From an optimization exercise on the open Yosys and OpenROAD flow, aimed at small area, a short achievable clock period and few clock cycles; shortcuts taken in it are not production practice. Function was checked by simulation only, so behaviour that the tests miss may differ from the original. Power figures rest on the tool's default switching activity, not on a simulated workload.

$ cat flow/config.mk
export PLATFORM = sky130hd
export DESIGN_NAME = word_length_histogram
export DESIGN_NICKNAME = word_length_histogram
export VERILOG_FILES = /design/flow/design.v
export SDC_FILE = /design/flow/constraint.sdc
export NUM_CORES = 4
export LEC_CHECK = 0
export CAP_MARGIN = 20
export CORE_MARGIN = 2
export CORE_UTILIZATION = 40
export SLEW_MARGIN = 20
$ cat flow/constraint.sdc
create_clock -name core_clock -period 7.0 [get_ports {clk}]
set_input_delay 1.4000 -clock core_clock [delete_from_list [all_inputs] [get_ports {clk}]]
set_output_delay 1.4000 -clock core_clock [all_outputs]
set_load 0.01 [all_outputs]
$ cat flow/design.v
package wlh_pkg;
  localparam int NUM_BINS    = 16;
  localparam int COUNT_WIDTH = 20;
  localparam int LEN_W       = 7;
  localparam int BAR_W       = 7;
  localparam int CHAR_W      = 8;
  localparam int BIN_AW      = (NUM_BINS > 1) ? $clog2(NUM_BINS) : 1;
  localparam int NUM_W       = COUNT_WIDTH + BAR_W;
  localparam int STEP_W      = $clog2(BAR_W);
  localparam logic [LEN_W-1:0]       LEN_MAX   = {LEN_W{1'b1}};
  localparam logic [COUNT_WIDTH-1:0] COUNT_MAX = {COUNT_WIDTH{1'b1}};
  localparam logic [CHAR_W-1:0] CHAR_SPACE   = 8'h20;
  localparam logic [CHAR_W-1:0] CHAR_TAB     = 8'h09;
  localparam logic [CHAR_W-1:0] CHAR_NEWLINE = 8'h0A;
  localparam logic ACT_TEXT   = 1'b0;
  localparam logic ACT_REPORT = 1'b1;
  typedef struct packed {
    logic              action;
    logic [CHAR_W-1:0] char_code;
  } in_item_t;
  typedef struct packed {
    logic [LEN_W-1:0]       word_length;
    logic [COUNT_WIDTH-1:0] word_count;
    logic [BAR_W-1:0]       bar_length;
    logic [COUNT_WIDTH-1:0] overflow_words;
    logic                   last_bin;
  } out_item_t;
endpackage
import wlh_pkg::*;
module word_length_histogram (
  input  logic                     clk,
  input  logic                     rst,
  input  logic                     start,
  input  wlh_pkg::in_item_t        cmd,
  output logic                     busy,
  input  logic                     cfg_wr_en,
  input  logic [wlh_pkg::BAR_W-1:0] cfg_wr_data,
  output logic                     result_strobe,
  output wlh_pkg::out_item_t       result
);
  function automatic logic [COUNT_WIDTH-1:0] sat_inc(input logic [COUNT_WIDTH-1:0] v);
    sat_inc = (v == COUNT_MAX) ? COUNT_MAX : v + COUNT_WIDTH'(1);
  endfunction
  typedef enum logic [5:0] {
    S_IDLE   = 6'b000001,
    S_PK_RD  = 6'b000010,
    S_PK_ACC = 6'b000100,
    S_BIN_RD = 6'b001000,
    S_BIN_LD = 6'b010000,
    S_DIV    = 6'b100000
  } state_t;
  state_t state;
  logic [BAR_W-1:0]       max_bar_height;
  logic [COUNT_WIDTH-1:0] overflow_count;
  logic                   inside_word;
  logic [LEN_W-1:0]       current_length;
  logic [COUNT_WIDTH-1:0] mem [NUM_BINS];
  logic [NUM_BINS-1:0]    bin_valid;
  logic [COUNT_WIDTH-1:0] rd_data;
  logic                   rd_valid;
  logic                   rd_en;
  logic [BIN_AW-1:0]      rd_addr;
  logic                   wr_pend;
  logic [BIN_AW-1:0]      wr_addr;
  logic [COUNT_WIDTH-1:0] count_rd;
  logic [BIN_AW-1:0]      idx;
  logic [COUNT_WIDTH-1:0] peak;
  logic [COUNT_WIDTH-1:0] cur_cnt;
  logic [NUM_W-1:0]       num;
  logic [NUM_W-1:0]       dsh;
  logic [BAR_W-1:0]       quot;
  logic [STEP_W-1:0]      step;
  logic             accept;
  logic             is_sep;
  logic             word_end;
  logic             in_range;
  logic             div_ge;
  logic [BAR_W-1:0] quot_next;
  logic [BAR_W-1:0] bar;
  logic             idx_last;
  assign busy     = (state != S_IDLE);
  assign accept   = start && !busy;
  assign is_sep   = (cmd.char_code == CHAR_SPACE) || (cmd.char_code == CHAR_TAB) ||
                    (cmd.char_code == CHAR_NEWLINE);
  assign word_end = accept && (cmd.action == ACT_TEXT) && is_sep && inside_word;
  assign in_range = (current_length >= LEN_W'(1)) &&
                    (current_length <= LEN_W'(NUM_BINS));
  assign count_rd = rd_valid ? rd_data : '0;
  assign idx_last = (idx == BIN_AW'(NUM_BINS - 1));
  assign div_ge    = (num >= dsh);
  assign quot_next = {quot[BAR_W-2:0], div_ge};
  always_comb begin
    if (cur_cnt == '0) begin
      bar = '0;
    end else if (quot_next == '0) begin
      bar = BAR_W'(1);
    end else begin
      bar = quot_next;
    end
  end
  always_comb begin
    if (state == S_IDLE) begin
      rd_en   = word_end && in_range;
      rd_addr = BIN_AW'(current_length - LEN_W'(1));
    end else begin
      rd_en   = (state == S_PK_RD) || (state == S_BIN_RD);
      rd_addr = idx;
    end
  end
  always_ff @(posedge clk) begin
    if (wr_pend) begin
      mem[wr_addr] <= sat_inc(count_rd);
    end
    if (rd_en) begin
      rd_data  <= mem[rd_addr];
      rd_valid <= bin_valid[rd_addr];
    end
  end
  always_ff @(posedge clk) begin
    if (rst) begin
      bin_valid <= '0;
    end else if (state == S_DIV && step == '0 && idx_last) begin
      bin_valid <= '0;
    end else if (wr_pend) begin
      bin_valid[wr_addr] <= 1'b1;
    end
  end
  always_ff @(posedge clk) begin
    if (rst) begin
      max_bar_height <= BAR_W'(16);
    end else if (cfg_wr_en) begin
      max_bar_height <= cfg_wr_data;
    end
  end
  always_ff @(posedge clk) begin
    if (rst) begin
      inside_word    <= 1'b0;
      current_length <= '0;
      wr_pend        <= 1'b0;
      overflow_count <= '0;
    end else begin
      wr_pend <= word_end && in_range;
      if (accept && cmd.action == ACT_REPORT) begin
        inside_word    <= 1'b0;
        current_length <= '0;
      end else if (accept) begin
        if (is_sep) begin
          if (inside_word) begin
            if (!in_range) begin
              overflow_count <= sat_inc(overflow_count);
            end
            inside_word    <= 1'b0;
            current_length <= '0;
          end
        end else begin
          inside_word <= 1'b1;
          if (current_length != LEN_MAX) begin
            current_length <= current_length + LEN_W'(1);
          end
        end
      end
      if (state == S_DIV && step == '0 && idx_last) begin
        overflow_count <= '0;
      end
    end
    if (rd_en && state == S_IDLE) begin
      wr_addr <= rd_addr;
    end
  end
  always_ff @(posedge clk) begin
    if (rst) begin
      state         <= S_IDLE;
      result_strobe <= 1'b0;
    end else begin
      result_strobe <= (state == S_DIV) && (step == '0);
      unique case (state)
        S_IDLE: begin
          if (accept && cmd.action == ACT_REPORT) begin
            state <= S_PK_RD;
          end
        end
        S_PK_RD: begin
          state <= S_PK_ACC;
        end
        S_PK_ACC: begin
          state <= idx_last ? S_BIN_RD : S_PK_RD;
        end
        S_BIN_RD: begin
          state <= S_BIN_LD;
        end
        S_BIN_LD: begin
          state <= S_DIV;
        end
        S_DIV: begin
          if (step == '0) begin
            state <= idx_last ? S_IDLE : S_BIN_RD;
          end
        end
        default: begin
          state <= S_IDLE;
        end
      endcase
    end
  end
  always_ff @(posedge clk) begin
    case (state)
      S_IDLE: begin
        idx  <= '0;
        peak <= '0;
      end
      S_PK_ACC: begin
        if (count_rd > peak) begin
          peak <= count_rd;
        end
        idx <= idx_last ? '0 : idx + BIN_AW'(1);
      end
      S_BIN_LD: begin
        cur_cnt <= count_rd;
        num     <= NUM_W'(count_rd) * NUM_W'(max_bar_height);
        dsh     <= {1'b0, peak, {(BAR_W - 1){1'b0}}};
        quot    <= '0;
        step    <= STEP_W'(BAR_W - 1);
      end
      S_DIV: begin
        if (div_ge) begin
          num <= num - dsh;
        end
        dsh  <= dsh >> 1;
        quot <= quot_next;
        if (step == '0) begin
          result.word_length    <= LEN_W'(idx) + LEN_W'(1);
          result.word_count     <= cur_cnt;
          result.bar_length     <= bar;
          result.overflow_words <= overflow_count;
          result.last_bin       <= idx_last;
          idx                   <= idx + BIN_AW'(1);
        end else begin
          step <= step - STEP_W'(1);
        end
      end
      default: begin
      end
    endcase
  end
endmodule
$ cat flow/run.sh
#!/bin/bash
# synth_recipe.tcl (not shown) runs the flow's synth.tcl, then flattens the netlist and writes it again
# the make line also repeats each setting of config.mk as NAME=value (left out here)
make -C /OpenROAD-flow-scripts/flow DESIGN_CONFIG=/design/flow/config.mk WORK_HOME=/design/flow/orfs CLKGATE_MAP_FILE= SYNTH_SCRIPT=/design/flow/synth_recipe.tcl finish
==> summary.txt <==
[state kept, by name (all words and copies together), names as in the netlist, 3 cells and up]
signal,flops
dsh,26
max_bar_height,7
num,27
state,6
overflow_count,20
rd_data,20
cur_cnt,20
wr_addr,4
mem,320
step,3
peak,20
bin_valid,16
idx,4
result,52
current_length,7
quot,6
[stage by stage]
stage | total power (uW) | utilization (%) | worst slack [ns]
detailed placement | 4550 | 42.8 | 1.19
global route | 8010 | 45.7 | 0.746
global placement | 4540 | 42.8 | 1.34
CTS | 7790 | 45.7 | 1.17
floorplan | 4290 | - | 1.40
finish | 7730 | 45.7 | 1.15
[final timing paths]
check        slack, ns  startpoint  cells past startpoint    endpoint
max               1.15    rd_valid                     19     num[26]
min reg2reg       0.45  cur_cnt[9]                      0  result[37]
min               0.45  cur_cnt[9]                      0  result[37]
max reg2reg       1.15    rd_valid                     19     num[26]
[worst max-delay path: stages (launching register included)]
cell and delay (ns):
edfxtp_1 0.43, buf_4 0.23, and2_1 0.37, nand2_1 0.13, fa_1 0.51, fa_1 0.55
inv_1 0.05, fa_1 0.52, inv_1 0.05, fa_1 0.53, inv_1 0.04, ha_1 0.35
a21oi_1 0.18, o22ai_1 0.14, o41ai_1 0.48, o31a_1 0.27, o21bai_1 0.15, a221oi_1 0.33
xnor2_1 0.16, mux2i_1 0.09
[logic make-up (layout without fill, tap and decap cells)]
group	Yosys count	after routing
flops	562	562
buf+inv	307	388
compound gates	395	395
mux	18	18
xor+xnor	74	74
other cells	1	2
fa+ha+maj	195	195
simple gates	1007	1007
[metal layers]
metal | wire length, um | global-route usage [%] | vias to the layer above
met3 | 3710 | 2.53 | 112
met5 | 0 | 0 | -
met1 | 33100 | 27.3 | 9680
met4 | 1860 | 5.58 | 0
met2 | 33900 | 32.2 | 579
li1 | - | - | 9164
[power by group through the flow]
stage,Sequential (uW),Combinational [uW],Clock [uW]
floorplan,3740,552,0
global placement,3750,784,0
detailed placement,3750,797,0
CTS,3680,802,3310
global route,3680,892,3430
finish,3680,799,3250
[cells in the final DEF, fill, tap and decap left out, types with 35 or more instances in the layout]
master / n
and2_1: 88
nand4_1: 47
inv_1: 166
a21oi_1: 89
clkdlybuf4s50_1: 74
ha_1: 105
and3_1: 110
edfxtp_1: 503
nand2_1: 417
a31oi_1: 54
nor2_1: 125
o21ai_0: 60
xnor2_1: 38
dfxtp_1: 59
buf_4: 35
nand3_1: 110
fa_1: 90
xor2_1: 36
a211oi_1: 51
clkbuf_16: 58
[cell type report]
class	instances	area [um^2]	area share, %
clock buffer	68	1500	4.60
inverter	170	642	1.97
multi-input combinational	1691	11400	35.1
sequential	562	16300	50.0
tap	950	1190	3.65
clock inverter	40	515	1.58
timing repair buffer	110	1020	3.14
==> metrics.cfg <==
[sta]
finalCriticalPeriod_ns = 5.85
slew_viol_final = 0
setup_tns_ns = 0
hold_viol = 0
relSlewSlack_pct = 28.1
tightest_slew_ns = 1.05
fin_hold_ws_ns = 0.451
period_share_pct = 83.5
fmax_ghz = 0.171
finClkSkew_ns = 0.0513
setup-violations-final = 0
rsz0062_at_grt = no

[floorplan]
io_pins = 77
start_util_pct = 40.3
fp.dieArea_um2 = 74100
fp.dieH_um = 272
fp.coreArea_um2 = 71400
die-width_um = 272
std_cell_rows = 98

[place]
dp_hpwl_um = 47300
io_buffer_count = 74
dp_cells = 3483
gp_congestion = 0.899
placed_area_um2 = 30600

[route]
via_count = 19535
drtPass1Iterations = 7
avgViaCountPerCell = 5.44
ant_nets = 0
post_drt_wl_per_cell_um = 20.2
wirelength_um = 72500
route.detailed.drc = 0
drtIter0Drc = 1697

[worst_setup_path]
cp.required_ns = 7.37
worstPathArrival_ns = 6.22
endpoint_kind = flip-flop
crit_fanout = 19
worstSetupPathType = reg -> reg
cp-start-kind = flip-flop

[logic_synthesis]
synth_compound_area_share_pct = 8.74
synthMuxAreaShare_pct = 0.674
synth_top_area_share_pct = 52.5
syn_inst = 2559
synth_top_family_by_area = simple AND/OR/NAND/NOR gates
ys_warn_count = 1
avgSynthCellArea_um2 = 11.2
synth_xor_area_share_pct = 2.25
synth-seq-area-share_pct = 56.6
yosys.area_share.simple_pct = 16.7
yosysMostFrequentCell = edfxtp_1
synth_edf_count = 503
syn_area_um2 = 28800
synth_cell_types = 72
ys_top_cells_by_count = edfxtp_1 (503), nand2_1 (417), inv_1 (167), nor2_1 (141)
ys.flop_type = edfxtp_1
yosys.area.top_type = edfxtp_1
synth_fa_ha_area_share_pct = 10.8
synthArstFlopShare_pct = 0
synth_seq_cells = 562
yosys-top-cells-area = edfxtp_1 (52%), fa_1 (6.3%), nand2_1 (5.4%)

[cts]
cts_sinks = 562
htreeDepth = 2
post_cts_resized = 0
clk_path_buf_depth = 3
root_buffer = clkbuf_16
post_cts_buffers = 0
clk_latency_ns = 0.65
cts_tree = yes
cts_buffers = 58
clk_pin_slew_ns = 0.06
cts-hold-fix-buffers = 0

[grt]
grt_pass1_vias = 19470
antenna_found_initial = 0
grt_overflow = 0
grt_pass1_wl_um = 113000
grt_max_degree = 91
track_usage_pct = 19.6

[cells_and_area]
final_cell_area_um2 = 32600
n_antenna_cell = 0
nFillCells = 6491
area_delta_synth_final_pct = 13.3
fin_cells = 3591
drive_above_1_share_pct = 6.51
fin_nets = 2808

[pwr]
p_sw_uw = 1900
ir_drop_v = 0.000174
powerDensity_nw_per_um2 = 237
power_frac_seq_pct = 47.7
switching_share_pct = 24.6
comb_power_share_pct = 10.3
p_leak_uw = 0.0127
clockPowerShare_pct = 42.0
p_int_uw = 5830

[hold_path]
worstHoldPathType = reg -> reg

[run]
maxCapViolCount = 0

[run_status]
outcome = no timing/DRC/antenna violations

Testbench counts, summed over its fixed seeds: cycles 68,394.

-- separate check: timing with driven ports --
In the flow no input, the clock included, has a driving cell. The finished layout below was timed again as built, in two steps.
Step 1 sets driving cells, clkbuf_16 on the clock port and buf_2 on the other inputs (assumed; they add their load-dependent delay and slew).
Step 2, shift: input delay + t, output delay - t, t = (earliest + latest rising clock arrival at the registers) / 2. This alone moves slack from input paths to output paths.
Three values: ideal ports, drivers, drivers and shift; two values: the first two.
shift t [ns]: 0.685
setup slack, ns: 1.152 / 1.152 / 1.152
worst hold slack (ns): 0.451 / 0.451 / 0.451
worst setup path at the end: register to register
clock arrival spread, ns: 0.058 / 0.058
After both steps this run still meets setup and hold. The setup slack of this run moves by 0.000 ns with the drivers and by 0.000 ns with both steps.
